This design comes from an exercise in tuning for small area, a short achievable clock period and few clock cycles per item on the open sky130 flow, not from production work.
The RTL was checked by simulation tests, not by an equivalence proof against the original design.
Power is estimated from default activity; no workload was simulated.

--- design/flow/run.sh ---
#!/bin/bash
# synth_recipe.tcl (not shown) runs the flow's synth.tcl, then flattens the netlist and writes it again
# the make line also repeats each setting of config.mk as NAME=value (left out here)
make -C /OpenROAD-flow-scripts/flow DESIGN_CONFIG=/design/flow/config.mk WORK_HOME=/design/flow/orfs CLKGATE_MAP_FILE= SYNTH_SCRIPT=/design/flow/synth_recipe.tcl finish
--- design/flow/config.mk ---
export PLATFORM = sky130hd
export DESIGN_NAME = direct_mapped_write_through_cache
export DESIGN_NICKNAME = direct_mapped_write_through_cache
export VERILOG_FILES = /design/flow/design.v
export SDC_FILE = /design/flow/constraint.sdc
export NUM_CORES = 4
export LEC_CHECK = 0
export ABC_CLOCK_PERIOD_IN_PS = 2300
export CAP_MARGIN = 20
export CORE_MARGIN = 2
export CORE_UTILIZATION = 70
export CTS_CLUSTER_DIAMETER = 80
export CTS_CLUSTER_SIZE = 25
export SETUP_SLACK_MARGIN = 3.5
export SLEW_MARGIN = 20
--- design/flow/constraint.sdc ---
create_clock -name core_clock -period 6.0 [get_ports {aclk}]
set_input_delay 1.2000 -clock core_clock [delete_from_list [all_inputs] [get_ports {aclk}]]
set_output_delay 1.2000 -clock core_clock [all_outputs]
set_load 0.01 [all_outputs]
--- design/flow/design.v ---
package dmc_pkg;
    localparam int DMC_LINES       = 16;
    localparam int DMC_BLOCK_BYTES = 4;
    localparam int DMC_MEM_BYTES   = 256;
    localparam int DMC_ADDR_W = 8;
    localparam int DMC_DATA_W = 8;
    localparam int DMC_OP_W   = 2;
    typedef enum logic [DMC_OP_W-1:0] {
        OP_READ    = 2'd0,
        OP_WRITE   = 2'd1,
        OP_PRELOAD = 2'd2,
        OP_NOP     = 2'd3
    } op_t;
    typedef enum logic [6:0] {
        ST_IDLE   = 7'b0000001,
        ST_LOOKUP = 7'b0000010,
        ST_FILL   = 7'b0000100,
        ST_DRAIN  = 7'b0001000,
        ST_RDWAIT = 7'b0010000,
        ST_UPD    = 7'b0100000,
        ST_DONE   = 7'b1000000
    } state_t;
endpackage
module dmc_ram (
    input  logic        aclk,
    input  logic [3:0]  wtag_ohn,
    input  logic [15:0] widx_ohn,
    input  logic [3:0]  woff_ohn,
    input  logic [7:0]  wdata,
    input  logic [3:0]  rtag_oh,
    input  logic [15:0] ridx_oh,
    output logic [31:0] rblock
);
    logic [31:0] mem [64];
    always_ff @(posedge aclk) begin
        for (int t = 0; t < 4; t++) begin
            for (int i = 0; i < 16; i++) begin
                for (int b = 0; b < 4; b++) begin
                    if (!(wtag_ohn[t] || widx_ohn[i] || woff_ohn[b])) begin
                        mem[16 * t + i][8*b +: 8] <= wdata;
                    end
                end
            end
        end
    end
    always_comb begin
        logic [31:0] grp;
        rblock = '0;
        for (int t = 0; t < 4; t++) begin
            grp = '0;
            for (int i = 0; i < 16; i++) begin
                grp = grp | (mem[16 * t + i] & {32{ridx_oh[i]}});
            end
            rblock = rblock | (grp & {32{rtag_oh[t]}});
        end
    end
endmodule
module dmc_tag_store (
    input  logic        aclk,
    input  logic        aresetn,
    input  logic [15:0] we_oh,
    input  logic [1:0]  wtag,
    input  logic [31:0] wline,
    input  logic [15:0] ridx_oh,
    output logic        rvalid,
    output logic [1:0]  rtag,
    output logic [31:0] rline
);
    logic        valid_reg [16];
    logic [1:0]  tag_reg   [16];
    logic [31:0] line_reg  [16];
    always_ff @(posedge aclk) begin
        for (int i = 0; i < 16; i++) begin
            if (!aresetn) begin
                valid_reg[i] <= 1'b0;
            end else if (we_oh[i]) begin
                valid_reg[i] <= 1'b1;
            end
            if (we_oh[i]) begin
                tag_reg[i]  <= wtag;
                line_reg[i] <= wline;
            end
        end
    end
    always_comb begin
        rvalid = 1'b0;
        rtag   = '0;
        rline  = '0;
        for (int i = 0; i < 16; i++) begin
            rvalid = rvalid | (valid_reg[i] & ridx_oh[i]);
            rtag   = rtag   | (tag_reg[i]   & {2{ridx_oh[i]}});
            rline  = rline  | (line_reg[i]  & {32{ridx_oh[i]}});
        end
    end
endmodule
module direct_mapped_write_through_cache (
    input  logic                            aclk,
    input  logic                            aresetn,
    input  logic                            s_valid,
    output logic                            s_ready,
    input  logic [dmc_pkg::DMC_OP_W-1:0]    s_opcode,
    input  logic [dmc_pkg::DMC_ADDR_W-1:0]  s_addr,
    input  logic [dmc_pkg::DMC_DATA_W-1:0]  s_write_data,
    output logic                            m_valid,
    input  logic                            m_ready,
    output logic [dmc_pkg::DMC_DATA_W-1:0]  m_read_data,
    output logic                            m_hit
);
    localparam int SD = 3;    
    logic        a_valid;
    logic [1:0]  a_op;
    logic [7:0]  a_addr;
    logic [7:0]  a_wd;
    logic [15:0] a_idx_oh;
    logic [3:0]  a_tag_oh;
    logic        b_valid;
    logic        b_rd, b_wr, b_pl;
    logic [7:0]  b_addr;
    logic [7:0]  b_wd;
    logic        b_rw;        
    logic        b_wp;        
    logic [15:0] b_lwe;       
    logic [3:0]  b_wtag_ohn;  
    logic [15:0] b_idx_ohn;   
    logic [3:0]  b_off_ohn;   
    logic [3:0]  b_off_oh;
    logic [31:0] b_blk;       
    logic [3:0]  b_mfwd;      
    logic [7:0]  b_pwd;       
    logic [31:0] b_line;      
    logic [1:0]  b_tag;
    logic        b_v;
    logic       o_valid;
    logic [7:0] o_data, o_data_n;
    logic       o_hit, o_hit_n;
    logic       s_valid_q [SD];
    logic [7:0] s_data    [SD];
    logic       s_hit     [SD];
    logic [4:1] cnt;          
    logic       ready_reg;
    logic        accept, pop, hold;
    logic [31:0] rd_blk, rd_line;
    logic [1:0]  rd_tag;
    logic        rd_v;
    logic        a_rw, a_wp;
    logic        hit;
    logic [31:0] blk_f, base, line_new;
    logic [7:0]  res_data;
    logic        res_hit;
    logic        lfwd;
    logic [3:0]  mfwd;
    assign accept = s_valid && ready_reg;
    assign pop    = o_valid && m_ready;
    assign hold   = o_valid && !m_ready;
    assign a_rw = aresetn && a_valid && (a_op == dmc_pkg::OP_READ || a_op == dmc_pkg::OP_WRITE);
    assign a_wp = aresetn && a_valid && (a_op == dmc_pkg::OP_WRITE || a_op == dmc_pkg::OP_PRELOAD);
    dmc_tag_store u_tags (
        .aclk    (aclk),
        .aresetn (aresetn),
        .we_oh   (b_lwe),
        .wtag    (b_addr[7:6]),
        .wline   (line_new),
        .ridx_oh (a_idx_oh),
        .rvalid  (rd_v),
        .rtag    (rd_tag),
        .rline   (rd_line)
    );
    dmc_ram u_main_ram (
        .aclk    (aclk),
        .wtag_ohn (b_wtag_ohn),
        .widx_ohn (b_idx_ohn),
        .woff_ohn (b_off_ohn),
        .wdata   (b_wd),
        .rtag_oh (a_tag_oh),
        .ridx_oh (a_idx_oh),
        .rblock  (rd_blk)
    );
    assign lfwd = b_rw && (b_addr[5:2] == a_addr[5:2]);
    always_comb begin
        for (int k = 0; k < 4; k++) begin
            mfwd[k] = b_wp && (b_addr[7:2] == a_addr[7:2]) && b_off_oh[k];
        end
    end
    assign hit = b_v && (b_tag == b_addr[7:6]);
    always_comb begin
        for (int k = 0; k < 4; k++) begin
            blk_f[8*k +: 8]    = b_mfwd[k] ? b_pwd : b_blk[8*k +: 8];
            base[8*k +: 8]     = hit ? b_line[8*k +: 8] : blk_f[8*k +: 8];
            line_new[8*k +: 8] = (b_wr && b_off_oh[k]) ? b_wd : base[8*k +: 8];
        end
    end
    always_comb begin
        res_data = '0;
        if (b_rd) begin
            for (int k = 0; k < 4; k++) begin
                res_data = res_data | (base[8*k +: 8] & {8{b_off_oh[k]}});
            end
        end else if (b_wr || b_pl) begin
            res_data = b_wd;
        end
        res_hit = (b_rd || b_wr) && hit;
    end
    always_ff @(posedge aclk) begin
        a_op   <= s_opcode;
        a_addr <= s_addr;
        a_wd   <= s_write_data;
        for (int i = 0; i < 16; i++) begin
            a_idx_oh[i] <= (s_addr[5:2] == 4'(i));
        end
        for (int t = 0; t < 4; t++) begin
            a_tag_oh[t] <= (s_addr[7:6] == 2'(t));
        end
        b_rd   <= (a_op == dmc_pkg::OP_READ);
        b_wr   <= (a_op == dmc_pkg::OP_WRITE);
        b_pl   <= (a_op == dmc_pkg::OP_PRELOAD);
        b_addr <= a_addr;
        b_wd   <= a_wd;
        b_rw   <= a_rw;
        b_wp   <= a_wp;
        for (int i = 0; i < 16; i++) begin
            b_lwe[i]     <= a_rw && a_idx_oh[i];
            b_idx_ohn[i] <= !a_idx_oh[i];
        end
        for (int t = 0; t < 4; t++) begin
            b_wtag_ohn[t] <= !(a_wp && a_tag_oh[t]);
        end
        for (int k = 0; k < 4; k++) begin
            b_off_oh[k]  <= (a_addr[1:0] == 2'(k));
            b_off_ohn[k] <= (a_addr[1:0] != 2'(k));
        end
        b_blk  <= rd_blk;
        b_mfwd <= mfwd;
        b_pwd  <= b_wd;
        b_line <= lfwd ? line_new : rd_line;
        b_tag  <= lfwd ? b_addr[7:6] : rd_tag;
        b_v    <= lfwd ? 1'b1 : rd_v;
        if (!aresetn) begin
            a_valid <= 1'b0;
            b_valid <= 1'b0;
        end else begin
            a_valid <= accept;
            b_valid <= a_valid;
        end
    end
    always_ff @(posedge aclk) begin
        logic       o_take_q;
        logic       o_take_r;
        logic       r_to_q;
        logic       shift;
        o_take_q = !hold && s_valid_q[0];
        o_take_r = !hold && !s_valid_q[0];
        shift    = o_take_q;
        r_to_q   = b_valid && !o_take_r;
        if (hold) begin
            o_data <= ~o_data_n;
            o_hit  <= ~o_hit_n;
        end else if (s_valid_q[0]) begin
            o_data <= s_data[0];
            o_hit  <= s_hit[0];
        end else begin
            o_data <= res_data;
            o_hit  <= res_hit;
        end
        if (!hold) begin
            o_data_n <= ~(s_valid_q[0] ? s_data[0] : res_data);
            o_hit_n  <= ~(s_valid_q[0] ? s_hit[0]  : res_hit);
        end
        for (int i = 0; i < SD; i++) begin
            logic nv;
            logic take;
            nv   = (i + 1 < SD) ? s_valid_q[(i + 1) % SD] : 1'b0;
            take = r_to_q && (shift ? (s_valid_q[i] && !nv)
                                    : (!s_valid_q[i] && (i == 0 || s_valid_q[(i + SD - 1) % SD])));
            if (take) begin
                s_data[i] <= res_data;
                s_hit[i]  <= res_hit;
            end else if (shift && (i + 1 < SD)) begin
                s_data[i] <= s_data[(i + 1) % SD];
                s_hit[i]  <= s_hit[(i + 1) % SD];
            end
            if (!aresetn) begin
                s_valid_q[i] <= 1'b0;
            end else if (take) begin
                s_valid_q[i] <= 1'b1;
            end else if (shift) begin
                s_valid_q[i] <= nv;
            end
        end
        if (!aresetn) begin
            o_valid <= 1'b0;
        end else begin
            o_valid <= hold || s_valid_q[0] || b_valid;
        end
    end
    always_ff @(posedge aclk) begin
        if (!aresetn) begin
            cnt       <= '0;
            ready_reg <= 1'b1;
        end else begin
            if (accept && !pop) begin
                cnt <= {cnt[3:1], 1'b1};
            end else if (pop && !accept) begin
                cnt <= {1'b0, cnt[4:2]};
            end
            ready_reg <= !(!pop && (cnt[4] || (cnt[3] && s_valid)));
        end
    end
    assign s_ready     = ready_reg;
    assign m_valid     = o_valid;
    assign m_read_data = o_data;
    assign m_hit       = o_hit;
endmodule
==> results.yml, run 1 <==
place:
  routabilityCongestion: 0.857
  place_area_sq_mm: 0.106
  portbufs: 32
  dpl.hpwl_mm: 156
layout:
  filler_cell_count: 8148
  layout.cell_area.non_filler_sq_mm: 0.112
  drive_gt1_share_pct: 12.9
  seq_area_sq_mm: 0.0834
  layout_commonest_cell: "sky130_fd_sc_hd__edfxtp_1"
  area_growth_pct: 8.82
  largest_register_ff_count: 2048
  multi_input_combinational_cell_area_sq_mm: 0.0183
  layout.nets: 5834
  layout_common_cells: "sky130_fd_sc_hd__edfxtp_1, sky130_fd_sc_hd__a22oi_1, sky130_fd_sc_hd__a22o_1"
clocking:
  cts.sinks: 2844
  clk_transition_reported_paths_ns: 0.10
  clk_path_buf_depth: 3
  ctsHoldBuffers: 0
  cts.htree.levels: 4
  clock_root_buffer_master: "sky130_fd_sc_hd__clkbuf_16"
  tritoncts: "done"
  clk-insertion-delay-late_ns: 0.83
  number_of_buffers_created_by_cts: 134
setup_path:
  endpoint_kind: "flip-flop"
  critical_path_slowest_stage_cell: "sky130_fd_sc_hd__nor2_1"
  critical_path_arrival_ns: 3.01
  worst-path-max-fanout: 30
  setup.worst_path.start_class: "flip-flop"
  timing.critical_path.cells: "buf_4, or2_2, nor2_1"
  worst_path_dominant_cell_family: "simple AND/OR/NAND/NOR gates"
  crit_required_ns: 6.43
  setup.reg_to_reg.worst_slack_ns: 3.43
  worst_path_largest_cell_delay_ns: 0.80
  critical_path_class: "flip-flop to flip-flop"
  critical_path.n_buffers_inverters: 1
floorplan:
  die_width_um: 387
  core_sq_mm: 0.146
  ios: 33
  rows: 140
  floorplan.die_area_sq_mm: 0.150
  die-height_um: 387
  initial_core_util_pct: 70.5
logic_synthesis:
  mappedNetlistNets: 5804
  synth.top_cell.area_share_pct: 76.9
  avg_synthesized_cell_area_sq_um: 17.8
  synth_warnings: 10
  synthesis.instances: 5778
  synth_area_leader_cell: "sky130_fd_sc_hd__edfxtp_1"
  synth_top_flop_cell: "sky130_fd_sc_hd__edfxtp_1"
  post_synth_num_cell_types: 52
  postSynthRegisterBits: 2844
  ys_top_cells_by_area: "sky130_fd_sc_hd__edfxtp_1, sky130_fd_sc_hd__dfxtp_1, sky130_fd_sc_hd__a221oi_1, sky130_fd_sc_hd__a22o_1, sky130_fd_sc_hd__a22oi_1"
  synth_seq_area_share_pct: 81.1
  synth-async-reset-ratio_pct: 0
  post_synth_instance_area_sq_mm: 0.103
  synth_edf_count: 2628
drt:
  routedWlPerCell_um: 38.6
  drt-pass1-iter-count: 7
  first_iter_violations: 10700
  final_wl_mm: 302
  vias: 60500
  ant_nets: 0
  vias_per_instance: 7.73
  drc_errors: 0
min_path:
  min-delay-path-class: "flip-flop to flip-flop"
sta:
  fin_crit_sh_pct: 42.9
  number_of_hold_violations_in_the_final_report: 0
  maxSlewHeadroom_pct: 13.3
  min_period_ns: 2.57
  final_max_slew_viol_count: 0
  worstMarginPinSlew_ns: 1.30
  setup_repair_after_global_routing_missed_its_margin: "true"
  tns_ns: 0
  setup-violations-final: 0
  worst_clock_skew_ns: 0.0268
  fmax_ghz: 0.389
power_and_ir_drop:
  power.density_mw_per_mm2: 308
  max-vdd-ir-drop_v: 0.000366
  p_leak_nw: 34.7
grt:
  grt_start_max_net_pins: 165
  globalRouteTotalUtil_pct: 39.3
  number_of_antenna_violations_at_the_first_check_in_global_routing: 9
  vias_in_the_first_global_route: 57000
  global_route.overflow_total: 0
  global_route_wire_length_before_repair_mm: 417
status:
  status: "finished clean"
flow_run:
  drv_cap: 0
timing repair:
action | in CTS | in global routing
cloned | 6 | 8
buffers inserted | 12 | 6
resized for setup | 141 | 62
pin swaps | 6 | 8
setup endpoints to repair | 769 | 687
cells by family (layout without fill, tap and decap cells):
logic type	count (synthesis)	count (layout)	share of synthesized area (%)
buf+inv	469	602	1.78
fa+ha+maj	4	4	0.0488
flops	2844	2844	81.1
other cells	0	5	0
xor+xnor	10	10	0.100
simple gates	818	820	3.93
mux	75	75	0.808
compound gates	1558	1558	12.2
where the power goes:
part	switching, mW	total [mW]	internal [mW]
Combinational	1.15	1.63	0.477
Sequential	0.274	22.1	21.8
Clock	5.91	10.6	4.71
Total	7.34	34.4	27.0
path summary, 6_finish.rpt:
kind	from	end	cells after the start
min reg2reg	a_wd[5]$_DFF_P_	b_wd[5]$_DFF_P_	0
max	b_off_ohn[0]$_DFF_P_	u_main_ram.mem[4][7]$_DFFE_PN_	3
max reg2reg	b_off_ohn[0]$_DFF_P_	u_main_ram.mem[4][7]$_DFFE_PN_	3
min	a_wd[5]$_DFF_P_	b_wd[5]$_DFF_P_	0
routing by layer:
metal	global-route usage, %	vias to the layer above	routed length [um]
met1	57.4	30800	108000
met4	15.5	12	12700
met3	9.16	669	43800
li1	-	24100	-
met5	0	-	74
met2	58.6	5047	137000
metrics by stage:
stage	cells	setup WS (ns)	hold slack, ns	utilization (%)	total power [mW]
final	7835	3.43	0.319	76.7	34.4
after global routing	7830	3.39	0.331	76.7	35.1
after CTS	7816	3.35	0.327	76.3	34.2
after detailed placement	7557	2.05	0.313	73.0	24.0
after global placement	7556	2.06	0.309	73.0	23.9
after floorplan	5778	3.51	0.309	-	23.2
synthesized netlist by cell type (8+ instances only):
library cell / instances
sky130_fd_sc_hd__nand3_1: 164
sky130_fd_sc_hd__o21a_1: 26
sky130_fd_sc_hd__and2_1: 31
sky130_fd_sc_hd__edfxtp_1: 2628
sky130_fd_sc_hd__o21ai_1: 17
sky130_fd_sc_hd__a22o_1: 424
sky130_fd_sc_hd__a22oi_1: 488
sky130_fd_sc_hd__buf_1: 117
sky130_fd_sc_hd__o22ai_2: 8
sky130_fd_sc_hd__inv_1: 40
sky130_fd_sc_hd__o41ai_1: 8
sky130_fd_sc_hd__nand2_1: 140
sky130_fd_sc_hd__nor2_1: 105
sky130_fd_sc_hd__o221ai_1: 8
sky130_fd_sc_hd__nand4_1: 121
sky130_fd_sc_hd__clkbuf_1: 272
sky130_fd_sc_hd__o31ai_1: 9
sky130_fd_sc_hd__a221oi_1: 424
sky130_fd_sc_hd__a222oi_1: 16
sky130_fd_sc_hd__nand2b_1: 8
sky130_fd_sc_hd__mux2i_1: 12
sky130_fd_sc_hd__buf_2: 33
sky130_fd_sc_hd__nor3_1: 227
sky130_fd_sc_hd__mux2_2: 63
sky130_fd_sc_hd__dfxtp_1: 216
sky130_fd_sc_hd__a31oi_1: 32
sky130_fd_sc_hd__o21ai_0: 86
layout make-up:
class / instances / area share [%]
timing repair buffer: 319 / 2.92
clock inverter: 14 / 0.157
clock buffer: 227 / 3.54
timing repair inverter: 1 / 0.00448
sequential: 2844 / 74.7
inverter: 41 / 0.141
tap: 1917 / 2.15
multi-input combinational: 2467 / 16.4
antenna: 5 / 0.0112
Testbench counts, summed over its fixed seeds: cycles 12,024, items 12,000.
==> run 2, diff against run 1 <==
--- a/design/flow/config.mk
+++ b/design/flow/config.mk
@@ -13,3 +13,3 @@
 export CTS_CLUSTER_SIZE = 25
-export SETUP_SLACK_MARGIN = 3.5
+export SETUP_SLACK_MARGIN = 3.7
 export SLEW_MARGIN = 20
==> results.yml, run 2 <==
drt:
  first_iter_violations: 10700
  routedWlPerCell_um: 39.3
  drt-pass1-iter-count: 10
  final_wl_mm: 310
  vias_per_instance: 7.74
  drc_errors: 0
  ant_nets: 0
  vias: 60900
floorplan:
  core_sq_mm: 0.146
  ios: 33
  die-height_um: 387
  floorplan.die_area_sq_mm: 0.150
  rows: 140
  die_width_um: 387
  initial_core_util_pct: 70.5
logic_synthesis:
  synth_warnings: 10
  postSynthRegisterBits: 2844
  synthesis.instances: 5778
  mappedNetlistNets: 5804
  ys_top_cells_by_area: "sky130_fd_sc_hd__edfxtp_1, sky130_fd_sc_hd__dfxtp_1, sky130_fd_sc_hd__a221oi_1, sky130_fd_sc_hd__a22o_1, sky130_fd_sc_hd__a22oi_1"
  post-synth-top-count-cell: "sky130_fd_sc_hd__edfxtp_1"
  synth.top_cell.area_share_pct: 76.9
  avg_synthesized_cell_area_sq_um: 17.8
  synth-async-reset-ratio_pct: 0
  synth_top_flop_cell: "sky130_fd_sc_hd__edfxtp_1"
  synthTopCellsByCount: "sky130_fd_sc_hd__edfxtp_1, sky130_fd_sc_hd__a22oi_1, sky130_fd_sc_hd__a221oi_1, sky130_fd_sc_hd__a22o_1, sky130_fd_sc_hd__clkbuf_1"
  post_synth_instance_area_sq_mm: 0.103
  synth_edf_count: 2628
  synth_area_leader_cell: "sky130_fd_sc_hd__edfxtp_1"
  synth_seq_area_share_pct: 81.1
  post_synth_num_cell_types: 52
sta:
  final_max_slew_viol_count: 0
  fmax_ghz: 0.395
  worst_clock_skew_ns: 0.0388
  worstMarginPinSlew_ns: 1.18
  number_of_hold_violations_in_the_final_report: 0
  maxSlewHeadroom_pct: 21.5
  tns_ns: 0
  min_period_ns: 2.53
  setup_repair_after_global_routing_missed_its_margin: "true"
  setup-violations-final: 0
  final.hold.worst_slack_ns: 0.328
  fin_crit_sh_pct: 42.2
layout:
  layout.nets: 5893
  seq_area_sq_mm: 0.0834
  layout_common_cells: "sky130_fd_sc_hd__edfxtp_1, sky130_fd_sc_hd__a22oi_1, sky130_fd_sc_hd__a22o_1"
  largest_register_ff_count: 2048
  drive_gt1_share_pct: 15.0
  area_growth_pct: 9.89
  filler_cell_count: 8016
  layout_commonest_cell: "sky130_fd_sc_hd__edfxtp_1"
  multi_input_combinational_cell_area_sq_mm: 0.0187
status:
  status: "finished clean"
setup_path:
  launch_instance_of_the_worst_register_to_register_path: "a_idx_oh[3]$_DFF_P_"
  critical_path.n_buffers_inverters: 1
  setup.reg_to_reg.worst_slack_ns: 3.57
  setup.worst_path.start_class: "flip-flop"
  endpoint_kind: "output port"
  crit_required_ns: 4.80
  critical_path_arrival_ns: 1.33
  critical_path_slowest_stage_cell: "sky130_fd_sc_hd__dfxtp_4"
  rr_worst_depth: 6
  timing.critical_path.cells: "buf_6"
  worst-path-max-fanout: 1
  critical_path_class: "flip-flop to output port"
  worst_path_dominant_cell_family: "flip-flops"
  r2r_end: "b_blk[6]$_DFF_P_"
  worst_path_largest_cell_delay_ns: 0.40
grt:
  number_of_antenna_violations_at_the_first_check_in_global_routing: 12
  grt.met1_usage_pct: 59.1
  gr-usage-met3_pct: 10.1
  busiest_layer: "met2"
  global_route_wire_length_before_repair_mm: 428
  grtUsageMet2_pct: 60.7
  global_route.overflow_total: 0
  vias_in_the_first_global_route: 57300
  globalRouteTotalUtil_pct: 40.9
  grt_start_max_net_pins: 164
clocking:
  clk_transition_reported_paths_ns: 0.10
  clk-insertion-delay-late_ns: 0.82
  ctsHoldBuffers: 0
  cts.sinks: 2844
  clock_root_buffer_master: "sky130_fd_sc_hd__clkbuf_16"
  tritoncts: "done"
  cts.htree.levels: 4
  clk_path_buf_depth: 3
  number_of_buffers_created_by_cts: 135
min_path:
  min_delay_worst_endpoint: "b_wd[5]$_DFF_P_"
  worstHoldStart: "a_wd[5]$_DFF_P_"
  hold-path-cell-count: 0
  min-delay-path-class: "flip-flop to flip-flop"
place:
  dpl.hpwl_mm: 158
  routabilityCongestion: 0.870
  portbufs: 32
power_and_ir_drop:
  p_leak_nw: 35.1
  max-vdd-ir-drop_v: 0.000312
  power.density_mw_per_mm2: 305
flow_run:
  drv_cap: 0
==> run 2: cells by family (layout without fill, tap and decap cells) <==
group,after synthesis,count (layout),synth area share (%)
buf+inv,469,641,1.78
other cells,0,2,0
fa+ha+maj,4,4,0.0488
flops,2844,2844,81.1
xor+xnor,10,10,0.100
simple gates,818,821,3.93
compound gates,1558,1559,12.2
mux,75,75,0.808
==> run 2: power by group <==
part / internal, mW / switching (mW)
clock: 4.65 / 5.93
combinational: 0.512 / 1.21
sequential: 21.8 / 0.255
total: 27.0 / 7.40
==> run 2: worst max path at each step <==
stage	to	cells after the start	slack [ns]	from
2_1_floorplan	s_data[1][0]$_DFFE_PP_	6	3.51	m_ready
3_3_place_gp	s_hit[1]$_DFFE_PP_	6	1.86	m_ready
3_5_place_dp	s_data[1][3]$_DFFE_PP_	7	2.22	m_ready
4_1_cts	m_read_data[1]	1	3.45	o_data[1]$_DFF_P_
5_1_grt	m_read_data[6]	1	3.46	o_data[6]$_DFF_P_
6_report	m_read_data[7]	1	3.47	o_data[7]$_DFF_P_
==> run 2: layout make-up <==
class,instances,share of cell area (%)
Antenna cell,2,0.00444
Clock buffer,202,3.39
Clock inverter,22,0.217
Inverter,41,0.141
Multi-Input combinational cell,2469,16.5
Sequential cell,2844,74.0
Tap cell,1917,2.13
Timing Repair Buffer,375,3.61
Timing Repair inverter,1,0.00665
==> run 2: stage by stage <==
step / worst slack, ns / utilization [%] / power (mW) / instance area, sq um / std cells
after floorplan: 3.51 / - / 23.2 / 103000 / 5778
after CTS: 3.45 / 77.1 / 34.2 / 112000 / 7847
final: 3.47 / 77.5 / 34.4 / 113000 / 7873
after global placement: 1.86 / 73.0 / 24.0 / 106000 / 7556
after global routing: 3.46 / 77.5 / 35.0 / 113000 / 7871
after detailed placement: 2.22 / 73.0 / 24.0 / 106000 / 7557
==> run 2: layer usage <==
| layer | routed length, um | vias to the layer above |
|---|---|---|
| met2 | 139000 | 5377 |
| met3 | 47100 | 749 |
| met5 | 39 | - |
| met1 | 108000 | 30700 |
| met4 | 15100 | 6 |
| li1 | - | 24100 |
==> run 2: timing repair <==
action	CTS	global route
gates cloned	13	2
setup buffers	53	22
pin swaps	16	12
setup endpoints to repair	1026	738
resized for setup	226	77
==> run 3, diff against run 2 <==
--- a/design/flow/config.mk
+++ b/design/flow/config.mk
@@ -13,3 +13,3 @@
 export CTS_CLUSTER_SIZE = 25
-export SETUP_SLACK_MARGIN = 3.7
+export SETUP_SLACK_MARGIN = 3.85
 export SLEW_MARGIN = 20
==> results.yml, run 3 <==
status:
  status: "finished clean"
clocking:
  clk-insertion-delay-late_ns: 0.82
  ctsHoldBuffers: 0
  number_of_buffers_created_by_cts: 133
  clock_root_buffer_master: "sky130_fd_sc_hd__clkbuf_16"
  tritoncts: "done"
  clk_path_buf_depth: 3
  cts.htree.levels: 4
  cts.sinks: 2844
  clk_transition_reported_paths_ns: 0.09
setup_path:
  critical_path_arrival_ns: 1.31
  rr_worst_depth: 7
  worst_path_dominant_cell_family: "flip-flops"
  r2r_end: "s_data[0][6]$_DFFE_PP_"
  endpoint_kind: "output port"
  worst_path_largest_cell_delay_ns: 0.37
  launch_instance_of_the_worst_register_to_register_path: "b_mfwd[3]$_DFF_P_"
  setup.worst_path.start_class: "flip-flop"
  timing.critical_path.cells: "buf_6"
  crit_required_ns: 4.80
  worst-path-max-fanout: 1
  setup.reg_to_reg.worst_slack_ns: 3.63
  critical_path_slowest_stage_cell: "sky130_fd_sc_hd__dfxtp_4"
  critical_path.n_buffers_inverters: 1
  critical_path_class: "flip-flop to output port"
logic_synthesis:
  synthesis.instances: 5778
  avg_synthesized_cell_area_sq_um: 17.8
  postSynthRegisterBits: 2844
  post_synth_instance_area_sq_mm: 0.103
  synth_edf_count: 2628
  mappedNetlistNets: 5804
  synth-async-reset-ratio_pct: 0
  post_synth_num_cell_types: 52
  synth_seq_area_share_pct: 81.1
  ys_top_cells_by_area: "sky130_fd_sc_hd__edfxtp_1, sky130_fd_sc_hd__dfxtp_1, sky130_fd_sc_hd__a221oi_1, sky130_fd_sc_hd__a22o_1, sky130_fd_sc_hd__a22oi_1"
  synth_warnings: 10
  post-synth-top-count-cell: "sky130_fd_sc_hd__edfxtp_1"
  synthTopCellsByCount: "sky130_fd_sc_hd__edfxtp_1, sky130_fd_sc_hd__a22oi_1, sky130_fd_sc_hd__a221oi_1, sky130_fd_sc_hd__a22o_1, sky130_fd_sc_hd__clkbuf_1"
  synth.top_cell.area_share_pct: 76.9
  synth_area_leader_cell: "sky130_fd_sc_hd__edfxtp_1"
  synth_top_flop_cell: "sky130_fd_sc_hd__edfxtp_1"
layout:
  layout.nets: 5983
  layout_common_cells: "sky130_fd_sc_hd__edfxtp_1, sky130_fd_sc_hd__a22oi_1, sky130_fd_sc_hd__a22o_1"
  layout_commonest_cell: "sky130_fd_sc_hd__edfxtp_1"
  drive_gt1_share_pct: 18.1
  area_growth_pct: 12.2
  largest_register_ff_count: 2048
power_and_ir_drop:
  seqPwrFrac_pct: 64.3
  cell_internal_pwr_mw: 26.9
  max-vdd-ir-drop_v: 0.000360
  power.density_mw_per_mm2: 298
  comb_power_share_pct: 5.5
  sw_power_mw: 7.45
  p_leak_nw: 36.1
  clock_power_share_pct: 30.2
  power_switching_share_pct: 21.7
drt:
  drt-pass1-iter-count: 9
  routedWlPerCell_um: 40.7
  final_wl_mm: 324
  ant_nets: 0
  vias_per_instance: 7.83
  vias: 62400
  drc_errors: 0
  first_iter_violations: 11300
place:
  portbufs: 32
  routabilityCongestion: 0.881
  dpl.hpwl_mm: 156
grt:
  global_route.overflow_total: 0
  grt_start_max_net_pins: 210
  globalRouteTotalUtil_pct: 41.6
  number_of_antenna_violations_at_the_first_check_in_global_routing: 13
  global_route_wire_length_before_repair_mm: 436
  vias_in_the_first_global_route: 58000
min_path:
  min_delay_worst_endpoint: "b_wd[2]$_DFF_P_"
  worstHoldStart: "a_wd[2]$_DFF_P_"
  min-delay-path-class: "flip-flop to flip-flop"
  hold-path-cell-count: 0
sta:
  min_period_ns: 2.51
  maxSlewHeadroom_pct: 13.4
  fmax_ghz: 0.399
  worstMarginPinSlew_ns: 1.30
  number_of_hold_violations_in_the_final_report: 0
  tns_ns: 0
  setup_repair_after_global_routing_missed_its_margin: "true"
  final_max_slew_viol_count: 0
  final.hold.worst_slack_ns: 0.319
  fin_crit_sh_pct: 41.8
  worst_clock_skew_ns: 0.0309
  setup-violations-final: 0
floorplan:
  rows: 140
  core_sq_mm: 0.146
  initial_core_util_pct: 70.5
  die-height_um: 387
  die_width_um: 387
  floorplan.die_area_sq_mm: 0.150
  ios: 33
flow_run:
  drv_cap: 0
==> run 3: logic make-up after synthesis <==
logic type | after synthesis | synth area share, %
compound gates | 1558 | 12.2
xor+xnor | 10 | 0.100
fa+ha+maj | 4 | 0.0488
buf+inv | 469 | 1.78
flops | 2844 | 81.1
mux | 75 | 0.808
simple gates | 818 | 3.93
==> run 3: metrics by stage <==
stage               std cells  area [sq um]  power [mW]  utilization [%]  setup WS, ns
floorplan                5778        103000        23.2                -          3.50
global placement         7546        106000        24.0             73.0          1.87
detailed placement       7547        106000        24.0             73.0          1.87
CTS                      7893        113000        34.1             78.0          3.46
global route             7963        115000        35.0             79.1          3.47
finish                   7968        115000        34.4             79.1          3.49
==> run 3: what timing repair did <==
| action | in CTS | in global routing |
|---|---|---|
| resized for setup | 409 | 173 |
| gates cloned | 22 | 15 |
| pin swaps | 53 | 82 |
| hold endpoints to repair | 0 | 0 |
| setup buffers | 100 | 55 |
| setup endpoints to repair | 1369 | 541 |
==> run 3: area by class of cell <==
class / count / area, sq um
Fill cell: 7611 / 30400
Timing Repair Buffer: 467 / 5580
Clock inverter: 10 / 98.8
Multi-Input combinational cell: 2469 / 19600
Clock buffer: 214 / 3830
Sequential cell: 2844 / 83500
Tap cell: 1917 / 2400
Timing Repair inverter: 1 / 5.00
Inverter: 41 / 159
Antenna cell: 5 / 12.5
==> run 3: how the worst max path moves through the flow <==
stage | depth (start not counted) | start | slack [ns] | to
floorplan | 6 | m_ready | 3.50 | s_data[1][0]$_DFFE_PP_
global placement | 6 | m_ready | 1.87 | s_hit[1]$_DFFE_PP_
detailed placement | 6 | m_ready | 1.87 | s_hit[1]$_DFFE_PP_
CTS | 1 | o_data[1]$_DFF_P_ | 3.46 | m_read_data[1]
global route | 1 | o_data[2]$_DFF_P_ | 3.47 | m_read_data[2]
finish | 1 | o_data[2]$_DFF_P_ | 3.49 | m_read_data[2]
==> run 3: routing by layer <==
metal	GRT usage [%]	part of all wire, %	vias up	routed length, um
met5	0	0.028	-	92
li1	-	-	24400	-
met4	17.9	5.1	14	16400
met1	59.8	34	31400	109000
met3	10.9	17	888	53800
met2	61.6	45	5777	144000
==> run 3: power by group through the flow <==
stage / Clock [mW] / Combinational [mW] / Sequential, mW
2_1_floorplan: 0 / 0.781 / 22.4
3_3_place_gp: 0 / 1.39 / 22.6
3_5_place_dp: 0 / 1.43 / 22.6
4_1_cts: 10.3 / 1.70 / 22.1
5_1_grt: 11.0 / 1.96 / 22.1
6_report: 10.4 / 1.90 / 22.1
==> run 4, diff against run 3 <==
--- a/design/flow/config.mk
+++ b/design/flow/config.mk
@@ -12,4 +12,4 @@
 export CTS_CLUSTER_DIAMETER = 80
-export CTS_CLUSTER_SIZE = 25
-export SETUP_SLACK_MARGIN = 3.85
+export CTS_CLUSTER_SIZE = 28
+export SETUP_SLACK_MARGIN = 3.7
 export SLEW_MARGIN = 20
==> results.yml, run 4 <==
status:
  status: "finished clean"
flow_run:
  drv_cap: 0
logic_synthesis:
  mappedNetlistNets: 5804
  post_synth_instance_area_sq_mm: 0.103
  synth_edf_count: 2628
  post_synth_num_cell_types: 52
  ys_top_cells_by_area: "sky130_fd_sc_hd__edfxtp_1, sky130_fd_sc_hd__dfxtp_1, sky130_fd_sc_hd__a221oi_1, sky130_fd_sc_hd__a22o_1, sky130_fd_sc_hd__a22oi_1"
  synthesis.instances: 5778
  synth_seq_area_share_pct: 81.1
  post-synth-top-count-cell: "sky130_fd_sc_hd__edfxtp_1"
  postSynthRegisterBits: 2844
  synth_top_flop_cell: "sky130_fd_sc_hd__edfxtp_1"
  synth_warnings: 10
  synth.top_cell.area_share_pct: 76.9
  synth_area_leader_cell: "sky130_fd_sc_hd__edfxtp_1"
  synth-async-reset-ratio_pct: 0
  avg_synthesized_cell_area_sq_um: 17.8
  synthTopCellsByCount: "sky130_fd_sc_hd__edfxtp_1, sky130_fd_sc_hd__a22oi_1, sky130_fd_sc_hd__a221oi_1, sky130_fd_sc_hd__a22o_1, sky130_fd_sc_hd__clkbuf_1"
power_and_ir_drop:
  max-vdd-ir-drop_v: 0.000285
  power.density_mw_per_mm2: 301
  p_leak_nw: 35.0
setup_path:
  critical_path_arrival_ns: 1.31
  worst_path_dominant_cell_family: "flip-flops"
  setup.worst_path.start_class: "flip-flop"
  critical_path.n_buffers_inverters: 1
  worst_path_largest_cell_delay_ns: 0.41
  critical_path_slowest_stage_cell: "sky130_fd_sc_hd__dfxtp_4"
  crit_required_ns: 4.80
  timing.critical_path.cells: "buf_6"
  worst-path-max-fanout: 1
  endpoint_kind: "output port"
  critical_path_class: "flip-flop to output port"
layout:
  largest_register_ff_count: 2048
  utilization_pct: 77.3
  layout.cell_area.non_filler_sq_mm: 0.112
  multi_input_combinational_cell_area_sq_mm: 0.0187
  area_growth_pct: 9.55
  filler_cell_count: 8026
  layout_commonest_cell: "sky130_fd_sc_hd__edfxtp_1"
  layout.nets: 5877
  drive_gt1_share_pct: 15.1
  layout_common_cells: "sky130_fd_sc_hd__edfxtp_1, sky130_fd_sc_hd__a22oi_1, sky130_fd_sc_hd__a22o_1"
  seq_area_sq_mm: 0.0834
place:
  portbufs: 32
  dpl.hpwl_mm: 158
  routabilityCongestion: 0.870
  place_area_sq_mm: 0.106
drt:
  drt-pass1-iter-count: 8
  ant_nets: 0
  final_wl_mm: 310
  routedWlPerCell_um: 39.3
  first_iter_violations: 11200
  vias_per_instance: 7.74
  drc_errors: 0
  vias: 60900
floorplan:
  die-height_um: 387
  rows: 140
  initial_core_util_pct: 70.5
  core_sq_mm: 0.146
  ios: 33
  die_width_um: 387
  floorplan.die_area_sq_mm: 0.150
clocking:
  clock_root_buffer_master: "sky130_fd_sc_hd__clkbuf_16"
  number_of_buffers_created_by_cts: 120
  clk-insertion-delay-late_ns: 0.81
  clk_transition_reported_paths_ns: 0.10
  cts.sinks: 2844
  ctsHoldBuffers: 0
  clk_path_buf_depth: 3
  tritoncts: "done"
  cts.htree.levels: 3
sta:
  worstMarginPinSlew_ns: 1.22
  worst_clock_skew_ns: 0.0387
  tns_ns: 0
  final.hold.worst_slack_ns: 0.329
  final_max_slew_viol_count: 0
  setup-violations-final: 0
  fmax_ghz: 0.398
  setup_repair_after_global_routing_missed_its_margin: "true"
  min_period_ns: 2.51
  number_of_hold_violations_in_the_final_report: 0
  fin_crit_sh_pct: 41.8
  maxSlewHeadroom_pct: 18.8
grt:
  global_route_wire_length_before_repair_mm: 426
  number_of_antenna_violations_at_the_first_check_in_global_routing: 13
  grt_start_max_net_pins: 164
  global_route.overflow_total: 0
  vias_in_the_first_global_route: 57000
  globalRouteTotalUtil_pct: 40.6
min_path:
  min-delay-path-class: "flip-flop to flip-flop"
run 4: cell count changes in the layout (fill, tap and decap cells not counted), sizes merged, moves of 2 or more:
cell,previous run,this run
clkdlybuf4s50,19,21
clkinv,5,20
xnor2,4,6
inv,44,59
clkinvlp,2,6
bufbuf,9,7
buf,420,340
clkbuf,231,180
run 4: cell type report:
| cell class | count | share of cell area (%) |
|---|---|---|
| Multi-Input combinational cell | 2470 | 16.6 |
| Sequential cell | 2844 | 74.2 |
| Inverter | 41 | 0.141 |
| Antenna cell | 5 | 0.0111 |
| Clock inverter | 45 | 0.376 |
| Timing Repair Buffer | 373 | 3.57 |
| Clock buffer | 175 | 2.92 |
| Tap cell | 1917 | 2.13 |
| Timing Repair inverter | 1 | 0.00668 |
run 4: timing repair:
action,in CTS,in global routing
resized for setup,218,91
setup endpoints to repair,1027,895
cloned,13,4
pin swaps,13,13
setup buffers,38,34
hold endpoints to repair,0,0
run 4: where the power goes:
group          leakage (nW)  internal (mW)  switching, mW
Combinational          7.71          0.515           1.22
Sequential             25.5           21.8          0.263
Clock                  1.80           4.02           5.98
Total                  35.0           26.4           7.46
run 4: kinds of logic (layout without fill, tap and decap cells):
kind of cell / Yosys count / count (layout) / share of synthesized area [%]
and+or+nand+nor: 818 / 821 / 3.93
buffers and inverters: 469 / 635 / 1.78
muxes: 75 / 75 / 0.808
DFF: 2844 / 2844 / 81.1
xor gates and xnor gates: 10 / 12 / 0.100
other: 0 / 5 / 0
adders and majority gates: 4 / 4 / 0.0488
AOI/OAI and AO/OA: 1558 / 1558 / 12.2
run 4: through the flow:
stage	setup slack [ns]	cells	total power, mW
2_1_floorplan	3.51	5778	23.2
3_3_place_gp	1.86	7556	24.0
3_5_place_dp	2.22	7557	24.0
4_1_cts	3.47	7828	33.6
5_1_grt	3.48	7866	34.5
6_report	3.49	7871	33.8
run 4: final timing paths:
kind | from | end | slack, ns | cells after the start
setup / recovery | o_data[1]$_DFF_P_ | m_read_data[1] | 3.49 | 1
hold / removal | a_wd[0]$_DFF_P_ | b_wd[0]$_DFF_P_ | 0.33 | 0
setup reg to reg | b_mfwd[3]$_DFF_P_ | s_data[0][3]$_DFFE_PP_ | 3.53 | 5
hold reg to reg | a_wd[0]$_DFF_P_ | b_wd[0]$_DFF_P_ | 0.33 | 0
run 4: per-layer routing:
metal / wire length (um) / GRT usage [%]
met5: 40 / 0
met4: 13700 / 15.9
met3: 48400 / 9.76
met2: 139000 / 60.5
met1: 108000 / 59.1
==> run 5, diff against run 4 <==
--- a/design/flow/config.mk
+++ b/design/flow/config.mk
@@ -10,3 +10,3 @@
 export CORE_MARGIN = 2
-export CORE_UTILIZATION = 70
+export CORE_UTILIZATION = 75
 export CTS_CLUSTER_DIAMETER = 80
==> results.yml, run 5 <==
status:
  status: "finished clean"
logic_synthesis:
  mappedNetlistNets: 5804
  synth-async-reset-ratio_pct: 0
  post_synth_instance_area_sq_mm: 0.103
  post-synth-top-count-cell: "sky130_fd_sc_hd__edfxtp_1"
  ys_top_cells_by_area: "sky130_fd_sc_hd__edfxtp_1, sky130_fd_sc_hd__dfxtp_1, sky130_fd_sc_hd__a221oi_1, sky130_fd_sc_hd__a22o_1, sky130_fd_sc_hd__a22oi_1"
  postSynthRegisterBits: 2844
  avg_synthesized_cell_area_sq_um: 17.8
  synth_top_flop_cell: "sky130_fd_sc_hd__edfxtp_1"
  synth_edf_count: 2628
  synth_area_leader_cell: "sky130_fd_sc_hd__edfxtp_1"
  synth_warnings: 10
  post_synth_num_cell_types: 52
  synth_seq_area_share_pct: 81.1
  synthesis.instances: 5778
  synth.top_cell.area_share_pct: 76.9
  synthTopCellsByCount: "sky130_fd_sc_hd__edfxtp_1, sky130_fd_sc_hd__a22oi_1, sky130_fd_sc_hd__a221oi_1, sky130_fd_sc_hd__a22o_1, sky130_fd_sc_hd__clkbuf_1"
clocking:
  tritoncts: "done"
  cts.htree.levels: 3
  clk_path_buf_depth: 3
  cts.sinks: 2844
  clk-insertion-delay-late_ns: 0.80
  clock_root_buffer_master: "sky130_fd_sc_hd__clkbuf_16"
  number_of_buffers_created_by_cts: 116
  clk_transition_reported_paths_ns: 0.11
  ctsHoldBuffers: 0
setup_path:
  critical_path_class: "flip-flop to output port"
  worst_path_largest_cell_delay_ns: 0.38
  crit_required_ns: 4.80
  critical_path_arrival_ns: 1.30
  critical_path_slowest_stage_cell: "sky130_fd_sc_hd__dfxtp_4"
  worst-path-max-fanout: 1
  timing.critical_path.cells: "buf_6"
  endpoint_kind: "output port"
  worst_path_dominant_cell_family: "flip-flops"
  setup.worst_path.start_class: "flip-flop"
  critical_path.n_buffers_inverters: 1
layout:
  layout_common_cells: "sky130_fd_sc_hd__edfxtp_1, sky130_fd_sc_hd__a22oi_1, sky130_fd_sc_hd__a22o_1"
  multi_input_combinational_cell_area_sq_mm: 0.0189
  layout.nets: 5900
  layout_commonest_cell: "sky130_fd_sc_hd__edfxtp_1"
  filler_cell_count: 6290
  layout.cell_area.non_filler_sq_mm: 0.113
  area_growth_pct: 9.77
  largest_register_ff_count: 2048
  drive_gt1_share_pct: 15.6
  seq_area_sq_mm: 0.0834
  finalNonFillerCells: 7763
drt:
  vias: 62300
  drt-pass1-iter-count: 7
  routedWlPerCell_um: 40.5
  ant_nets: 0
  final_wl_mm: 315
  first_iter_violations: 13000
  vias_per_instance: 8.03
  drc_errors: 0
grt:
  global_route_wire_length_before_repair_mm: 431
  grt_start_max_net_pins: 182
  number_of_antenna_violations_at_the_first_check_in_global_routing: 11
  global_route.overflow_total: 0
  vias_in_the_first_global_route: 58400
  globalRouteTotalUtil_pct: 44.0
power_and_ir_drop:
  power.density_mw_per_mm2: 299
  p_leak_nw: 35.1
  max-vdd-ir-drop_v: 0.000370
flow_run:
  drv_cap: 0
sta:
  min_period_ns: 2.50
  worst_clock_skew_ns: 0.0361
  tns_ns: 0
  fin_crit_sh_pct: 41.6
  final_max_slew_viol_count: 0
  setup_repair_after_global_routing_missed_its_margin: "true"
  fmax_ghz: 0.401
  maxSlewHeadroom_pct: 13.5
  setup-violations-final: 0
  number_of_hold_violations_in_the_final_report: 0
  worstMarginPinSlew_ns: 1.30
floorplan:
  die_width_um: 374
  floorplan.die_area_sq_mm: 0.140
  core_sq_mm: 0.136
  rows: 135
  ios: 33
  initial_core_util_pct: 75.7
  die-height_um: 374
place:
  dpl.hpwl_mm: 159
  place.detailed.instances: 7417
  routabilityCongestion: 0.883
  portbufs: 32
  place_area_sq_mm: 0.106
min_path:
  min-delay-path-class: "flip-flop to flip-flop"
==> run 5: cell counts after synthesis <==
No cell type changed its count.
==> run 5: timing repair <==
item / in CTS / in global routing
pin swaps: 22 / 30
buffers inserted: 55 / 39
resized for setup: 246 / 116
gates cloned: 16 / 9
setup endpoints to repair: 1041 / 792
==> run 5: cells by family after synthesis <==
| family | Yosys count | synth area share, % |
|---|---|---|
| compound gates | 1558 | 12.2 |
| xor+xnor | 10 | 0.100 |
| fa+ha+maj | 4 | 0.0488 |
| buf+inv | 469 | 1.78 |
| flops | 2844 | 81.1 |
| mux | 75 | 0.808 |
| simple gates | 818 | 3.93 |
==> run 5: metal layers <==
| metal | track usage [%] | vias to the layer above | wire length [um] |
|---|---|---|---|
| li1 | - | 24200 | - |
| met4 | 21.0 | 12 | 17900 |
| met1 | 61.9 | 30800 | 102000 |
| met3 | 12.7 | 979 | 55700 |
| met2 | 64.7 | 6318 | 139000 |
| met5 | 0 | - | 80 |
==> run 5: cell type report <==
class                   count  area share (%)
flip-flops and latches   2844            74.1
multi-input cells        2470            16.7
repair buffers            400            3.92
clock buffers             196            2.94
well taps                1781            1.98
clock inverters            25           0.229
inverters                  41           0.141
diodes                      5          0.0111
repair inverters            1         0.00444
==> run 5: metrics by stage <==
step,util [%],power [mW],hold WS [ns],setup slack [ns]
after detailed placement,78.2,24.0,0.313,2.20
after CTS,82.2,33.4,0.307,3.49
final,83.1,33.7,0.302,3.50
after global routing,83.1,34.2,0.304,3.50
after global placement,78.2,23.9,0.310,1.83
after floorplan,-,23.2,0.309,3.51
==> run 5: power by group <==
part | switching [mW] | internal (mW) | leakage (nW)
registers | 0.259 | 21.8 | 25.5
logic | 1.24 | 0.533 | 7.94
clock network | 5.89 | 3.91 | 1.71
==> run 5: path summary, 6_finish.rpt <==
| path | start | end | slack (ns) | cells past startpoint |
|---|---|---|---|---|
| worst max-delay path | o_data[2]$_DFF_P_ | m_read_data[2] | 3.50 | 1 |
| worst min-delay path | a_wd[5]$_DFF_P_ | b_wd[5]$_DFF_P_ | 0.30 | 0 |
| worst max register to register | a_idx_oh[11]$_DFF_P_ | b_blk[30]$_DFF_P_ | 3.56 | 6 |
| worst min register to register | a_wd[5]$_DFF_P_ | b_wd[5]$_DFF_P_ | 0.30 | 0 |
==> run 6, diff against run 5 <==
--- a/design/flow/config.mk
+++ b/design/flow/config.mk
@@ -12,3 +12,3 @@
 export CTS_CLUSTER_DIAMETER = 80
-export CTS_CLUSTER_SIZE = 28
+export CTS_CLUSTER_SIZE = 25
 export SETUP_SLACK_MARGIN = 3.7
==> results.yml, run 6 <==
status:
  status: "finished clean"
sta:
  fmax_ghz: 0.399
  maxSlewHeadroom_pct: 11.4
  setup-violations-final: 0
  fin_crit_sh_pct: 41.7
  final_max_slew_viol_count: 0
  number_of_hold_violations_in_the_final_report: 0
  worst_clock_skew_ns: 0.0430
  worstMarginPinSlew_ns: 1.33
  tns_ns: 0
  final.hold.worst_slack_ns: 0.328
  min_period_ns: 2.50
  setup_repair_after_global_routing_missed_its_margin: "true"
place:
  place_area_sq_mm: 0.106
  place.detailed.instances: 7417
  dpl.hpwl_mm: 159
  portbufs: 32
  routabilityCongestion: 0.883
layout:
  largest_register_ff_count: 2048
  drive_gt1_share_pct: 16.2
  area_growth_pct: 10.4
  finalNonFillerCells: 7805
  layout_common_cells: "sky130_fd_sc_hd__edfxtp_1, sky130_fd_sc_hd__a22oi_1, sky130_fd_sc_hd__a22o_1"
  seq_area_sq_mm: 0.0834
  layout_commonest_cell: "sky130_fd_sc_hd__edfxtp_1"
  multi_input_combinational_cell_area_sq_mm: 0.0190
  layout.nets: 5930
  layout.cell_area.non_filler_sq_mm: 0.113
  filler_cell_count: 6219
power_and_ir_drop:
  p_leak_nw: 35.4
  power.density_mw_per_mm2: 302
  max-vdd-ir-drop_v: 0.000349
logic_synthesis:
  ys_top_cells_by_area: "sky130_fd_sc_hd__edfxtp_1, sky130_fd_sc_hd__dfxtp_1, sky130_fd_sc_hd__a221oi_1, sky130_fd_sc_hd__a22o_1, sky130_fd_sc_hd__a22oi_1"
  post_synth_num_cell_types: 52
  synth_seq_area_share_pct: 81.1
  synthesis.instances: 5778
  synth-async-reset-ratio_pct: 0
  synth_edf_count: 2628
  avg_synthesized_cell_area_sq_um: 17.8
  postSynthRegisterBits: 2844
  mappedNetlistNets: 5804
  synth.top_cell.area_share_pct: 76.9
  post-synth-top-count-cell: "sky130_fd_sc_hd__edfxtp_1"
  synth_area_leader_cell: "sky130_fd_sc_hd__edfxtp_1"
  synthTopCellsByCount: "sky130_fd_sc_hd__edfxtp_1, sky130_fd_sc_hd__a22oi_1, sky130_fd_sc_hd__a221oi_1, sky130_fd_sc_hd__a22o_1, sky130_fd_sc_hd__clkbuf_1"
  synth_warnings: 10
  synth_top_flop_cell: "sky130_fd_sc_hd__edfxtp_1"
  post_synth_instance_area_sq_mm: 0.103
grt:
  globalRouteTotalUtil_pct: 44.4
  global_route_wire_length_before_repair_mm: 433
  global_route.overflow_total: 0
  vias_in_the_first_global_route: 59100
  number_of_antenna_violations_at_the_first_check_in_global_routing: 18
  grt_start_max_net_pins: 182
clocking:
  number_of_buffers_created_by_cts: 133
  clk_transition_reported_paths_ns: 0.09
  clk-insertion-delay-late_ns: 0.83
  clk_path_buf_depth: 3
  ctsHoldBuffers: 0
  tritoncts: "done"
  clock_root_buffer_master: "sky130_fd_sc_hd__clkbuf_16"
  cts.htree.levels: 4
  cts.sinks: 2844
floorplan:
  die-height_um: 374
  ios: 33
  initial_core_util_pct: 75.7
  floorplan.die_area_sq_mm: 0.140
  rows: 135
  core_sq_mm: 0.136
  die_width_um: 374
drt:
  routedWlPerCell_um: 40.5
  vias: 63000
  drt-pass1-iter-count: 12
  ant_nets: 0
  final_wl_mm: 316
  drc_errors: 0
  first_iter_violations: 13000
  vias_per_instance: 8.07
setup_path:
  critical_path.n_buffers_inverters: 1
  critical_path_class: "flip-flop to output port"
  setup.worst_path.start_class: "flip-flop"
  worst_path_largest_cell_delay_ns: 0.37
  critical_path_arrival_ns: 1.30
  critical_path_slowest_stage_cell: "sky130_fd_sc_hd__dfxtp_4"
  worst-path-max-fanout: 1
  worst_path_dominant_cell_family: "flip-flops"
  endpoint_kind: "output port"
  crit_required_ns: 4.80
  timing.critical_path.cells: "buf_6"
min_path:
  min-delay-path-class: "flip-flop to flip-flop"
flow_run:
  drv_cap: 0
-- run 6: changes by cell type in the layout (fill, tap and decap cells not counted), moves of 8 or more --
cell	delta
sky130_fd_sc_hd__a221oi_1	-15
sky130_fd_sc_hd__a221oi_2	+14
sky130_fd_sc_hd__buf_4	+13
sky130_fd_sc_hd__clkbuf_1	+11
sky130_fd_sc_hd__clkbuf_16	+16
sky130_fd_sc_hd__diode_2	+9
sky130_fd_sc_hd__nand2_1	+8
sky130_fd_sc_hd__nand2_2	-8
-- run 6: where the power goes --
part           switching [mW]  total [mW]  internal (mW)  leakage, nW
sequential              0.264        22.1           21.8         25.5
combinational            1.24        1.78          0.539         8.07
clock                    5.96        10.4           4.40         1.89
total                    7.47        34.2           26.8         35.4
-- run 6: per-layer routing --
metal	up-vias	track usage (%)	wire length [um]
li1	24200	-	-
met1	31100	62.4	103000
met2	6569	64.4	141000
met3	1019	13.3	54700
met4	14	22.5	17800
met5	-	0	98
-- run 6: area by class of cell --
class	instances	area share (%)
flip-flops and latches	2844	73.6
well taps	1781	1.97
clock buffers	224	3.33
inverters	41	0.140
repair buffers	411	3.96
diodes	14	0.0309
multi-input cells	2472	16.8
repair inverters	1	0.00442
clock inverters	17	0.155
-- run 6: worst paths after layout --
check	slack, ns	from	cells past startpoint	endpoint
worst min-delay path	0.33	a_wd[7]$_DFF_P_	0	b_wd[7]$_DFF_P_
worst min register to register	0.33	a_wd[7]$_DFF_P_	0	b_wd[7]$_DFF_P_
worst max-delay path	3.50	o_data[1]$_DFF_P_	1	m_read_data[1]
worst max register to register	3.60	a_idx_oh[0]$_DFF_P_	6	b_blk[13]$_DFF_P_
-- run 6: logic make-up after synthesis --
| group | after synthesis | synth area share (%) |
|---|---|---|
| adder cells (fa/ha/maj) | 4 | 0.0488 |
| AND/OR/NAND/NOR | 818 | 3.93 |
| AO/OA/AOI/OAI | 1558 | 12.2 |
| multiplexers | 75 | 0.808 |
| buffers and inverters | 469 | 1.78 |
| flip-flops | 2844 | 81.1 |
| XOR/XNOR | 10 | 0.100 |
-- run 6: repair_timing --
item                                     CTS  global route
pin swaps                                 21            38
cloned                                    16            10
gates resized for setup                  251           124
setup buffers                             68            38
endpoints found under the setup margin  1017           781
-- run 6: stage by stage --
| stage | util, % | worst slack, ns | power, mW |
|---|---|---|---|
| global placement | 78.2 | 1.83 | 23.9 |
| finish | 83.6 | 3.50 | 34.2 |
| detailed placement | 78.2 | 2.20 | 24.0 |
| CTS | 82.7 | 3.46 | 34.0 |
| global route | 83.5 | 3.46 | 34.8 |
| floorplan | - | 3.51 | 23.2 |
==> run 7, diff against run 6 <==
--- a/design/flow/config.mk
+++ b/design/flow/config.mk
@@ -10,6 +10,6 @@
 export CORE_MARGIN = 2
-export CORE_UTILIZATION = 75
+export CORE_UTILIZATION = 70
 export CTS_CLUSTER_DIAMETER = 80
-export CTS_CLUSTER_SIZE = 25
-export SETUP_SLACK_MARGIN = 3.7
+export CTS_CLUSTER_SIZE = 28
+export SETUP_SLACK_MARGIN = 3.75
 export SLEW_MARGIN = 20
==> results.yml, run 7 <==
grt:
  grt.met1_usage_pct: 59.2
  vias_in_the_first_global_route: 57700
  globalRouteTotalUtil_pct: 40.2
  gr-usage-met3_pct: 8.13
  grtUsageMet2_pct: 60.8
  global_route.overflow_total: 0
  global_route_wire_length_before_repair_mm: 425
  grt_start_max_net_pins: 160
  busiest_layer: "met2"
  number_of_antenna_violations_at_the_first_check_in_global_routing: 13
sta:
  worst_clock_skew_ns: 0.0219
  setup_repair_after_global_routing_missed_its_margin: "true"
  final.hold.worst_slack_ns: 0.328
  final_max_slew_viol_count: 0
  worstMarginPinSlew_ns: 1.27
  number_of_hold_violations_in_the_final_report: 0
  post-route-worst-setup-slack_ns: 3.52
  setup-violations-final: 0
  fmax_ghz: 0.403
  tns_ns: 0
  maxSlewHeadroom_pct: 15.2
  min_period_ns: 2.48
  fin_crit_sh_pct: 41.4
flow_run:
  drv_cap: 0
logic_synthesis:
  postSynthRegisterBits: 2844
  synth_edf_count: 2628
  synth-async-reset-ratio_pct: 0
  synthesis.instances: 5778
  post_synth_instance_area_sq_mm: 0.103
  post-synth-top-count-cell: "sky130_fd_sc_hd__edfxtp_1"
  post_synth_num_cell_types: 52
  synth_area_leader_cell: "sky130_fd_sc_hd__edfxtp_1"
  synth_top_flop_cell: "sky130_fd_sc_hd__edfxtp_1"
  ys_top_cells_by_area: "sky130_fd_sc_hd__edfxtp_1, sky130_fd_sc_hd__dfxtp_1, sky130_fd_sc_hd__a221oi_1, sky130_fd_sc_hd__a22o_1, sky130_fd_sc_hd__a22oi_1"
  avg_synthesized_cell_area_sq_um: 17.8
  synthTopCellsByCount: "sky130_fd_sc_hd__edfxtp_1, sky130_fd_sc_hd__a22oi_1, sky130_fd_sc_hd__a221oi_1, sky130_fd_sc_hd__a22o_1, sky130_fd_sc_hd__clkbuf_1"
  synth.top_cell.area_share_pct: 76.9
  mappedNetlistNets: 5804
  synth_seq_area_share_pct: 81.1
  synth_warnings: 10
layout:
  layout.nets: 5910
  drive_gt1_share_pct: 16.6
  layout_common_cells: "sky130_fd_sc_hd__edfxtp_1, sky130_fd_sc_hd__a22oi_1, sky130_fd_sc_hd__a22o_1"
  area_growth_pct: 10.5
  layout_commonest_cell: "sky130_fd_sc_hd__edfxtp_1"
  largest_register_ff_count: 2048
floorplan:
  floorplan.die_area_sq_mm: 0.150
  core_sq_mm: 0.146
  die-height_um: 387
  initial_core_util_pct: 70.5
  ios: 33
  rows: 140
  die_width_um: 387
clocking:
  number_of_buffers_created_by_cts: 117
  cts.sinks: 2844
  tritoncts: "done"
  clk_path_buf_depth: 3
  clock_root_buffer_master: "sky130_fd_sc_hd__clkbuf_16"
  clk-insertion-delay-late_ns: 0.79
  cts.htree.levels: 3
  clk_transition_reported_paths_ns: 0.10
setup_path:
  timing.critical_path.cells: "buf_6"
  rr_worst_depth: 7
  worst_path_dominant_cell_family: "flip-flops"
  critical_path_slowest_stage_cell: "sky130_fd_sc_hd__dfxtp_4"
  setup.reg_to_reg.worst_slack_ns: 3.54
  critical_path_class: "flip-flop to output port"
  critical_path_arrival_ns: 1.28
  r2r_end: "s_data[1][6]$_DFFE_PP_"
  endpoint_kind: "output port"
  worst_path_largest_cell_delay_ns: 0.38
  critical_path.n_buffers_inverters: 1
  crit_required_ns: 4.80
  worst-path-max-fanout: 1
  setup.worst_path.start_class: "flip-flop"
  launch_instance_of_the_worst_register_to_register_path: "b_mfwd[3]$_DFF_P_"
min_path:
  worstHoldStart: "a_wd[7]$_DFF_P_"
  hold-path-cell-count: 0
  min-delay-path-class: "flip-flop to flip-flop"
  min_delay_worst_endpoint: "b_wd[7]$_DFF_P_"
power_and_ir_drop:
  power.density_mw_per_mm2: 299
  sw_power_mw: 7.36
  max-vdd-ir-drop_v: 0.000335
  cell_internal_pwr_mw: 26.6
  comb_power_share_pct: 5.3
  power_switching_share_pct: 21.7
  clock_power_share_pct: 29.6
  p_leak_nw: 35.3
  seqPwrFrac_pct: 65.1
drt:
  final_wl_mm: 307
  first_iter_violations: 11200
  routedWlPerCell_um: 38.9
  drc_errors: 0
  vias: 61300
  vias_per_instance: 7.75
  ant_nets: 0
  drt-pass1-iter-count: 9
status:
  status: "finished clean"
place:
  dpl_worst_slack_ns: 1.87
  routabilityCongestion: 0.889
  dpl.hpwl_mm: 159
  portbufs: 32
-- run 7: cell counts after synthesis --
No cell type changed its count.
-- run 7: worst max-delay path by stage --
stage                 startpoint                      to  cells after the start
3_3_place_gp             m_ready      s_hit[1]$_DFFE_PP_                      6
4_1_cts        o_data[7]$_DFF_P_          m_read_data[7]                      1
3_5_place_dp             m_ready      s_hit[1]$_DFFE_PP_                      6
2_1_floorplan            m_ready  s_data[1][0]$_DFFE_PP_                      6
5_1_grt        o_data[7]$_DFF_P_          m_read_data[7]                      1
6_report       o_data[0]$_DFF_P_          m_read_data[0]                      1
-- run 7: metal layers --
metal	vias to the layer above	routed length [um]
met4	4	12700
met1	31000	108000
met5	-	26
met2	5372	140000
met3	688	46700
li1	24200	-
-- run 7: timing repair --
action,CTS,global route
setup endpoints to repair,1139,861
setup buffers,64,36
resized for setup,303,149
pin swaps,36,39
hold buffers,0,0
gates cloned,14,8
hold endpoints to repair,0,0
-- run 7: cell type report --
cell class                 count  area, sq um
fill                        7847        32100
clock inverter                24          328
tap                         1917         2400
inverter                      41          161
multi-input combinational   2470        19200
timing repair buffer         409         4480
antenna                        5         12.5
timing repair inverter         1         5.00
sequential                  2844        83400
clock buffer                 195         3410
-- run 7: kinds of logic (layout without fill, tap and decap cells) --
group / Yosys count / in the layout / synth area share [%]
buffers and inverters: 469 / 670 / 1.78
flip-flops: 2844 / 2844 / 81.1
AO/OA/AOI/OAI: 1558 / 1558 / 12.2
multiplexers: 75 / 75 / 0.808
adder cells (fa/ha/maj): 4 / 4 / 0.0488
XOR/XNOR: 10 / 11 / 0.100
AND/OR/NAND/NOR: 818 / 822 / 3.93
other: 0 / 5 / 0
-- run 7: power groups by stage --
stage / clock network, mW / registers (mW) / logic [mW]
2_1_floorplan: 0 / 22.4 / 0.780
3_3_place_gp: 0 / 22.6 / 1.40
3_5_place_dp: 0 / 22.6 / 1.44
4_1_cts: 10.0 / 22.1 / 1.63
5_1_grt: 10.6 / 22.1 / 1.85
6_report: 10.1 / 22.1 / 1.79
-- run 7: metrics by stage --
step	std cells	util, %	area [sq um]	total power [mW]
final	7906	77.9	113000	33.9
after global routing	7901	77.9	113000	34.6
after CTS	7857	77.1	112000	33.7
after detailed placement	7560	73.1	106000	24.0
after global placement	7558	73.1	106000	23.9
after floorplan	5778	-	103000	23.2

what the ideal ports hide:
How much do the figures lean on ideal ports? The routed layouts below were timed once more, with nothing changed but the port constraints.
Step 1 (the two cells are an assumption about what drives the block):
set clk [get_ports {aclk}]
set_driving_cell -lib_cell sky130_fd_sc_hd__clkbuf_16 $clk
set_driving_cell -lib_cell sky130_fd_sc_hd__buf_2 [delete_from_list [all_inputs] $clk]
Step 2 times the ports against the registers' clock, not the clock port: input delays grow and output delays shrink by t, the midpoint of the rising clock arrivals with the driver on.
Slacks: ideal ports / drivers / drivers and shift; pairs: ideal ports / drivers.
| run | shift t [ns] | slack for setup (ns) | hold slack, ns | clock arrival spread, ns |
|---|---|---|---|---|
| run 1 | 0.911 | 3.427 / 3.391 / 2.789 | 0.319 / 0.319 / 0.319 | 0.031 / 0.031 |
| run 2 | 0.890 | 3.468 / 3.381 / 2.923 | 0.328 / 0.328 / 0.328 | 0.040 / 0.040 |
| run 3 | 0.889 | 3.493 / 3.411 / 3.104 | 0.319 / 0.319 / 0.319 | 0.033 / 0.033 |
| run 4 | 0.877 | 3.490 / 3.402 / 2.954 | 0.329 / 0.329 / 0.329 | 0.040 / 0.040 |
| run 5 | 0.871 | 3.504 / 3.418 / 3.227 | 0.302 / 0.302 / 0.302 | 0.046 / 0.045 |
| run 6 | 0.896 | 3.496 / 3.408 / 3.049 | 0.328 / 0.328 / 0.328 | 0.047 / 0.048 |
| run 7 | 0.875 | 3.518 / 3.426 / 3.222 | 0.328 / 0.328 / 0.328 | 0.025 / 0.025 |
After both steps every run listed still meets setup and hold. The setup slack of run 1, which loses most, moves by -0.036 ns with the drivers and by -0.638 ns with both steps.
